Background: an optimization exercise with open tools, aiming at small area, a short achievable clock period and few clock cycles per item. Do not read the settings as production practice.
Only simulation tests tie the RTL to the original design; equivalence was not proved.
No activity file was given, so power comes from the tool's default toggle rates.

## consistent_hash_ring_lookup
module consistent_hash_ring_lookup #(
  parameter int unsigned MAX_NODES = chrl_pkg::MAX_NODES_DEF,
  parameter int unsigned HASH_BITS = chrl_pkg::HASH_BITS_DEF,
  parameter int unsigned TAG_BITS  = chrl_pkg::TAG_BITS_DEF
) (
  input  logic                             clk_i,
  input  logic                             rst_ni,
  input  logic                             s_axis_tvalid,
  output logic                             s_axis_tready,
  input  logic [chrl_pkg::IN_DATA_W-1:0]   s_axis_tdata,
  input  logic [chrl_pkg::IN_USER_W-1:0]   s_axis_tuser,
  output logic                             m_axis_tvalid,
  input  logic                             m_axis_tready,
  output logic [chrl_pkg::OUT_DATA_W-1:0]  m_axis_tdata
);
  localparam int unsigned N      = MAX_NODES;
  localparam int unsigned CNT_W  = $clog2(MAX_NODES + 1);
  localparam int unsigned WORD_W = HASH_BITS + TAG_BITS;
  localparam int unsigned RES_W  = OUT_USED_W;
  localparam int unsigned OBUF   = 3;   
  ...
Size in the first run: about 5100 cells after synthesis, roughly 1400 flip-flops.
clock: 6.0 ns
lec_check: 0
cap_margin: 20
core_margin: 2
core_utilization: 50
setup_slack_margin: 2.9
slew_margin: 20
standard.sh (not shown) runs the stock make flow with config.mk's settings and CLKGATE_MAP_FILE= SYNTH_SCRIPT=/design/flow/synth_recipe.tcl, a recipe that flattens the netlist after the stock synthesis.
==> flow/flow/run.sh <==
#!/bin/bash
# The standard layout, except that the buffers the standard flow's flow puts on every
# input and output port are buf_4 cells instead of the slow delay buffers
# buffer_ports picks by default.
set -euo pipefail
export BUFFER_PORTS_ARGS="-buffer_cell sky130_fd_sc_hd__buf_4"
bash standard.sh > standard.log 2>&1
The starting point finished clean.
Testbench counts at the start, summed over its fixed seeds: cycles 32,567, items 32,000.
Change:
==> flow/flow/run.sh (replaced) <==
#!/bin/bash
# The standard layout with two changes:
#  - synthesis maps the logic with flow/abc_map.script (see flow/abc_override.tcl);
#    the synthesis script is otherwise the standard flow's synth_recipe.tcl, unchanged;
#  - the buffers on every input and output port are buf_4 cells instead of the
#    slow delay buffers buffer_ports picks by default.
# Each tool's output goes to a log here: synthesis and the rest of the flow
# write standard.log, and ORFS keeps its per-step logs under orfs/logs.
set -euo pipefail
here=$(pwd)
export FLOW_ABC_SCRIPT="$here/flow/abc_map.script"
export BUFFER_PORTS_ARGS="-buffer_cell sky130_fd_sc_hd__buf_4"
{ head -n 1 synth_recipe.tcl; cat flow/abc_override.tcl; tail -n +2 synth_recipe.tcl; } > my_synth.tcl
sed "s#SYNTH_SCRIPT=[^ ]*synth_recipe.tcl#SYNTH_SCRIPT=$here/my_synth.tcl#" standard.sh > my_standard.sh
grep -q "SYNTH_SCRIPT=$here/my_synth.tcl" my_standard.sh
bash my_standard.sh > standard.log 2>&1
==> flow/flow/abc_map.script (new file) <==
strash
ifraig
dch -f
map -D 1200
topo
buffer -c
upsize -c -D 1200
dnsize -c -D 1200
==> flow/flow/abc_override.tcl (new file) <==
# Map the logic with flow/abc_map.script instead of ORFS's abc_speed.script:
# ORFS hands abc a clock period it reads as 6 ps, and its script then builds
# the 64-bit comparators as long maj3 chains. abc_map.script maps with a
# real delay target and recovers area under it. Everything else about the
# synthesis (registers, flattening, names) is the standard flow's.
proc abc {args} {
  set out {}
  set skip 0
  foreach a $args {
    if {$skip == 1} { lappend out $::env(FLOW_ABC_SCRIPT); set skip 0; continue }
    if {$skip == 2} { set skip 0; continue }
    if {$a eq "-script"} { lappend out $a; set skip 1; continue }
    if {$a eq "-D"} { set skip 2; continue }
    lappend out $a
  }
  yosys abc {*}$out
}
=> The new run finished with timing, DRC and antenna clean; count of clock-buffer cells in the layout goes up by 1; setup slack gets better by 46 ps; final area goes down by 4.7%; area after synthesis barely changes; maximum frequency goes up by 1.5%; utilization goes down by 2.7 points; non-clock buffer count goes down by 94; worst hold slack gets better by 10 ps; via count goes up by 14%; first-iteration DRC count goes up by 16%; clock power goes down by 3.7%.
Change:
- CORE_UTILIZATION: 50 -> 60
- GPL_TIMING_DRIVEN: default -> 1
Effect:
- The changed run finished clean
- die area shrinks by about a fifth
- synthesized cell count stays the same
- clock skew shrinks by 3.9 ps
- worst setup slack gains 20 ps
- power stays flat
- core utilization grows by 11 points
- non-clock buffer count shrinks by 3
- routed wire length shrinks by a few percent
- clock power grows slightly
- worst hold slack hardly moves
- sequential share of layout area grows by 0.25 points

The RTL this note starts from:
==> flow/design.v <==
`default_nettype none
package chrl_pkg;
  localparam int unsigned MAX_NODES_DEF = 16;
  localparam int unsigned HASH_BITS_DEF = 64;
  localparam int unsigned TAG_BITS_DEF  = 8;
  localparam int unsigned IN_HASH_W = 64;
  localparam int unsigned IN_TAG_W  = 8;
  localparam int unsigned IN_DATA_W = IN_HASH_W + IN_TAG_W;
  localparam int unsigned IN_USER_W = 1;
  localparam int unsigned OUT_STATUS_W = 2;
  localparam int unsigned OUT_OWNER_W  = 8;
  localparam int unsigned OUT_COUNT_W  = 5;
  localparam int unsigned OUT_USED_W   = OUT_STATUS_W + OUT_OWNER_W + OUT_COUNT_W;
  localparam int unsigned OUT_DATA_W   = ((OUT_USED_W + 7) / 8) * 8;
  localparam int unsigned OUT_OWNER_LO = OUT_STATUS_W;
  localparam int unsigned OUT_COUNT_LO = OUT_STATUS_W + OUT_OWNER_W;
  localparam logic OP_JOIN   = 1'b0;
  localparam logic OP_LOOKUP = 1'b1;
  localparam logic [OUT_STATUS_W-1:0] STAT_OK    = 2'd0;
  localparam logic [OUT_STATUS_W-1:0] STAT_EMPTY = 2'd1;
  localparam logic [OUT_STATUS_W-1:0] STAT_FULL  = 2'd2;
  typedef enum logic [1:0] {
    ST_IDLE,
    ST_LOOK,
    ST_JOIN,
    ST_FIN
  } chrl_state_e;
endpackage
`default_nettype wire
`default_nettype none
module chrl_ram #(
  parameter int unsigned WIDTH = 8,
  parameter int unsigned DEPTH = 16
) (
  input  logic                   clk_i,
  input  logic                   we_i,
  input  logic [WIDTH-1:0]       wdata_i,
  output logic [DEPTH*WIDTH-1:0] data_o     
);
  logic [DEPTH*WIDTH-1:0] mem_q;
  always_ff @(posedge clk_i) begin
    mem_q <= {mem_q[(DEPTH-1)*WIDTH-1:0],
              we_i ? wdata_i : mem_q[(DEPTH-1)*WIDTH +: WIDTH]};
  end
  assign data_o = mem_q;
endmodule
`default_nettype wire
`default_nettype none
import chrl_pkg::*;
module consistent_hash_ring_lookup #(
  parameter int unsigned MAX_NODES = chrl_pkg::MAX_NODES_DEF,
  parameter int unsigned HASH_BITS = chrl_pkg::HASH_BITS_DEF,
  parameter int unsigned TAG_BITS  = chrl_pkg::TAG_BITS_DEF
) (
  input  logic                             clk_i,
  input  logic                             rst_ni,
  input  logic                             s_axis_tvalid,
  output logic                             s_axis_tready,
  input  logic [chrl_pkg::IN_DATA_W-1:0]   s_axis_tdata,
  input  logic [chrl_pkg::IN_USER_W-1:0]   s_axis_tuser,
  output logic                             m_axis_tvalid,
  input  logic                             m_axis_tready,
  output logic [chrl_pkg::OUT_DATA_W-1:0]  m_axis_tdata
);
  localparam int unsigned N      = MAX_NODES;
  localparam int unsigned CNT_W  = $clog2(MAX_NODES + 1);
  localparam int unsigned WORD_W = HASH_BITS + TAG_BITS;
  localparam int unsigned RES_W  = OUT_USED_W;
  localparam int unsigned OBUF   = 3;   
  localparam logic [CNT_W-1:0] CNT_MAX = CNT_W'(MAX_NODES);
  localparam int unsigned HALF_W = HASH_BITS / 2;
  function automatic logic [1:0] half_cmp(input logic [HALF_W-1:0] a, input logic [HALF_W-1:0] b);
    logic [HALF_W-1:0] g, p;
    g = a & ~b;
    p = a | ~b;
    for (int w = 1; w < HALF_W; w = w * 2) begin
      for (int k = 0; k + w < HALF_W; k = k + 2 * w) begin
        p[k] = g[k + w] | (p[k + w] & p[k]);
        g[k] = g[k + w] | (p[k + w] & g[k]);
      end
    end
    half_cmp = {g[0], p[0]};
  endfunction
  logic                 ready_q;
  logic                 in_accept;
  logic                 in_join;
  logic [HASH_BITS-1:0] in_hash;
  logic [TAG_BITS-1:0]  in_tag;
  assign s_axis_tready = ready_q;
  assign in_accept     = s_axis_tvalid && ready_q;
  assign in_join       = (s_axis_tuser[0] == OP_JOIN);
  assign in_hash       = s_axis_tdata[HASH_BITS-1:0];
  assign in_tag        = TAG_BITS'(s_axis_tdata[IN_HASH_W +: IN_TAG_W]);
  logic [N-1:0]         vld_q;       
  logic [CNT_W-1:0]     count_q;
  logic                 full;
  logic                 a_ins;       
  logic [N*WORD_W-1:0]  ram_data;
  logic [N-1:0]         ge;          
  assign full  = (count_q == CNT_MAX);
  assign a_ins = in_accept && in_join && !full;
  chrl_ram #(
    .WIDTH (WORD_W),
    .DEPTH (N)
  ) u_ram (
    .clk_i   (clk_i),
    .we_i    (a_ins),
    .wdata_i ({in_tag, ~in_hash}),    
    .data_o  (ram_data)
  );
  always_comb begin
    for (int p = 0; p < N; p++) begin
      logic [1:0] hi, lo;
      hi = half_cmp(~ram_data[p*WORD_W + HALF_W +: HALF_W], in_hash[HALF_W +: HALF_W]);
      lo = half_cmp(~ram_data[p*WORD_W +: HALF_W], in_hash[0 +: HALF_W]);
      ge[p] = (hi[1] | (hi[0] & lo[0])) & vld_q[p];
    end
  end
  logic                 b_valid_q;
  logic                 b_join_q;
  logic                 b_ins_q;       
  logic [N-1:0]         b_ge_q;
  logic [TAG_BITS-1:0]  b_tag_q;
  always_ff @(posedge clk_i) begin
    b_join_q <= in_join;
    b_ins_q  <= a_ins;
    b_ge_q   <= ge;
    b_tag_q  <= in_tag;
  end
  logic [N-1:0]        prec_q [N];    
  logic [N-1:0]        prec_d [N];
  logic [TAG_BITS-1:0] head_tag_q;    
  logic [N-1:0]        bge;           
  logic [N-1:0]        gm;
  logic [N-1:0]        sel;
  logic [N-1:0]        vld_old;       
  logic                any_ge;
  logic                new_head;
  logic [TAG_BITS-1:0] owner;
  logic [OUT_STATUS_W-1:0] b_status;
  assign bge     = {b_ge_q[N-2:0], b_ge_q[N-1]};
  assign gm      = bge;
  assign any_ge  = |gm;
  assign vld_old = {vld_q[N-1:1], 1'b0};      
  always_comb begin
    for (int p = 0; p < N; p++) begin
      sel[p] = gm[p];
      for (int q = 0; q < N; q++) begin
        if (q < p) begin
          if (gm[q] && prec_q[q][p]) sel[p] = 1'b0;
        end else if (q > p) begin
          if (gm[q] && !prec_q[p][q]) sel[p] = 1'b0;
        end
      end
    end
  end
  always_comb begin
    owner = '0;
    for (int p = 0; p < N; p++) begin
      owner |= sel[p] ? ram_data[p*WORD_W + HASH_BITS +: TAG_BITS] : '0;
    end
    if (!any_ge) owner = head_tag_q;
  end
  assign new_head = &(bge | ~vld_old);
  always_comb begin
    for (int p = 0; p < N; p++) prec_d[p] = '0;
    for (int p = 0; p < N - 1; p++) begin
      for (int q = p + 1; q < N - 1; q++) begin
        prec_d[p+1][q+1] = prec_q[p][q];
      end
      prec_d[0][p+1] = !prec_q[p][N-1];
    end
    if (b_valid_q && b_ins_q) begin
      for (int q = 1; q < N - 1; q++) begin
        prec_d[1][q+1] = bge[q];
      end
      prec_d[0][1] = !bge[N-1];
    end
  end
  always_ff @(posedge clk_i) begin
    for (int p = 0; p < N; p++) begin
      for (int q = p + 1; q < N; q++) begin
        prec_q[p][q] <= prec_d[p][q];
      end
    end
    if (b_valid_q && b_ins_q && new_head) begin
      head_tag_q <= b_tag_q;
    end
  end
  always_comb begin
    if (b_join_q) b_status = b_ins_q ? STAT_OK : STAT_FULL;
    else          b_status = (count_q != '0) ? STAT_OK : STAT_EMPTY;
  end
  logic [RES_W-1:0] b_result;
  assign b_result = {OUT_COUNT_W'(count_q),
                     ((!b_join_q && (count_q != '0)) ? owner : TAG_BITS'(0)),
                     b_status};
  logic [RES_W-1:0] ob_data_q [OBUF];
  logic [OBUF-1:0]  ob_vld_q;         
  logic             ob_pop;
  logic [OBUF-1:0]  ob_vld_pop;       
  assign ob_pop     = ob_vld_q[0] && m_axis_tready;
  assign ob_vld_pop = ob_pop ? (ob_vld_q >> 1) : ob_vld_q;
  always_ff @(posedge clk_i) begin
    for (int i = 0; i < OBUF; i++) begin
      if (b_valid_q && !ob_vld_pop[i] && ((i == 0) ? 1'b1 : ob_vld_pop[i-1])) begin
        ob_data_q[i] <= b_result;
      end else if (ob_pop && (i < OBUF - 1)) begin
        ob_data_q[i] <= ob_data_q[(i < OBUF - 1) ? i + 1 : i];
      end
    end
  end
  logic [2:0] inflight_d;
  logic       room_d;
  logic [N-1:0] vld_d;
  logic [CNT_W-1:0] count_d;
  logic       go_d;
  always_comb begin
    inflight_d = 3'(in_accept) + 3'(b_valid_q) + 3'(ob_vld_pop[0]) + 3'(ob_vld_pop[1]) + 3'(ob_vld_pop[2]);
    room_d     = (inflight_d < 3'(OBUF));
    vld_d      = {vld_q[N-2:0], a_ins ? 1'b1 : vld_q[N-1]};
    count_d    = a_ins ? count_q + CNT_W'(1) : count_q;
    go_d       = (count_d == CNT_MAX) || !vld_d[N-1] ||
                 (s_axis_tvalid && !in_accept && (s_axis_tuser[0] == OP_LOOKUP));
  end
  always_ff @(posedge clk_i or negedge rst_ni) begin
    if (!rst_ni) begin
      b_valid_q <= 1'b0;
      ob_vld_q  <= '0;
      ready_q   <= 1'b0;
      vld_q     <= '0;
      count_q   <= '0;
    end else begin
      b_valid_q <= in_accept;
      ob_vld_q  <= b_valid_q ? {ob_vld_pop[OBUF-2:0], 1'b1} : ob_vld_pop;
      ready_q   <= room_d && go_d;
      vld_q     <= vld_d;
      count_q   <= count_d;
    end
  end
  assign m_axis_tvalid = ob_vld_q[0];
  assign m_axis_tdata  = OUT_DATA_W'(ob_data_q[0]);
endmodule
`default_nettype wire
export LEC_CHECK = 0
export CAP_MARGIN = 20
export CORE_MARGIN = 2
export CORE_UTILIZATION = 50
export CTS_CLUSTER_DIAMETER = 110
export CTS_CLUSTER_SIZE = 26
export SETUP_SLACK_MARGIN = 2.9
export SLEW_MARGIN = 20
create_clock -name core_clock -period 6.0 [get_ports {clk_i}]
==> flow/flow/run.sh <==
#!/bin/bash
# The standard layout with two changes:
#  - synthesis maps the logic with flow/abc_map.script (see flow/abc_override.tcl);
#    the synthesis script is otherwise the standard flow's synth_recipe.tcl, unchanged;
#  - the buffers on every input and output port are buf_4 cells instead of the
#    slow delay buffers buffer_ports picks by default.
# Each tool's output goes to a log here: synthesis and the rest of the flow
# write standard.log, and ORFS keeps its per-step logs under orfs/logs.
set -euo pipefail
here=$(pwd)
export FLOW_ABC_SCRIPT="$here/flow/abc_map.script"
export BUFFER_PORTS_ARGS="-buffer_cell sky130_fd_sc_hd__buf_4"
{ head -n 1 synth_recipe.tcl; cat flow/abc_override.tcl; tail -n +2 synth_recipe.tcl; } > my_synth.tcl
sed "s#SYNTH_SCRIPT=[^ ]*synth_recipe.tcl#SYNTH_SCRIPT=$here/my_synth.tcl#" standard.sh > my_standard.sh
grep -q "SYNTH_SCRIPT=$here/my_synth.tcl" my_standard.sh
bash my_standard.sh > standard.log 2>&1
==> flow/flow/abc_map.script <==
strash
ifraig
scorr
dc2
dch -f
map -D 1200
topo
==> flow/flow/abc_override.tcl <==
# Map the logic with flow/abc_map.script instead of ORFS's abc_speed.script:
# ORFS hands abc a clock period it reads as 6 ps, and its script then builds
# the 64-bit comparators as long maj3 chains. abc_map.script maps with a
# real delay target and recovers area under it. Everything else about the
# synthesis (registers, flattening, names) is the standard flow's.
proc abc {args} {
  set out {}
  set skip 0
  foreach a $args {
    if {$skip == 1} { lappend out $::env(FLOW_ABC_SCRIPT); set skip 0; continue }
    if {$skip == 2} { set skip 0; continue }
    if {$a eq "-script"} { lappend out $a; set skip 1; continue }
    if {$a eq "-D"} { set skip 2; continue }
    lappend out $a
  }
  yosys abc {*}$out
}
Testbench counts at the start, summed over its fixed seeds: cycles 32,567, items 32,000.
Rerun with:
==> flow/flow/abc_map.script (replaced) <==
strash
ifraig
scorr
dc2
dch -f
map -D 1200
topo
buffer -c
upsize -c -D 1200
dnsize -c -D 1200
Settings changed: CTS_CLUSTER_DIAMETER 110 to unset, CTS_CLUSTER_SIZE 26 to unset.
What happened:
- non-clock buffer count drops by 1
- wire length climbs by 4.6%
- core utilization climbs by 2.2 points
- cell count climbs by 3.5%
- synthesized area climbs by 2.8%
- clock-buffer cell count climbs by 136
- sequential power hardly moves
- hold slack degrades by 7.9 ps

[port drivers added, routing unchanged]
In the flow no input, the clock included, has a driving cell. The finished layouts below were timed again as built, in two steps.
Step 1: set_driving_cell puts a clkbuf_16 on clk_i and a buf_2 on each other input, an assumption about the parent block.
Step 2 adds t to the input delays and takes it off the output delays; t is the mean of the earliest and latest rising clock arrival at the registers after step 1. Input paths then give back, and output paths get back, about the clock's delay inside the block.
a / b / c = no drivers / after step 1 / after step 2; a / b = the first two.
| run | shift t [ns] | setup slack, ns | hold WS [ns] | worst setup path after step 2 | clock arrival spread, ns |
|---|---|---|---|---|---|
| the first run of note 1 | 0.824 | 2.841 / 2.797 / 1.973 | 0.334 / 0.334 / 0.334 | input to register | 0.028 / 0.028 |
| the second run of note 1 | 0.832 | 2.888 / 2.877 / 2.045 | 0.344 / 0.327 / 0.344 | input to register | 0.022 / 0.022 |
| the third run of note 1 | 0.809 | 2.908 / 2.865 / 2.056 | 0.341 / 0.341 / 0.341 | input to register | 0.017 / 0.017 |
| the first run of note 2 | 0.766 | 2.882 / 2.912 / 2.145 | 0.345 / 0.339 / 0.345 | input to register | 0.033 / 0.033 |
| the second run of note 2 | 0.806 | 2.924 / 2.945 / 2.156 | 0.337 / 0.321 / 0.337 | input to register | 0.031 / 0.031 |
After both steps setup and hold are still met in every run listed. For the first run of note 1, which loses most, drivers alone change the setup slack by -0.044 ns; drivers and shift together by -0.868 ns.
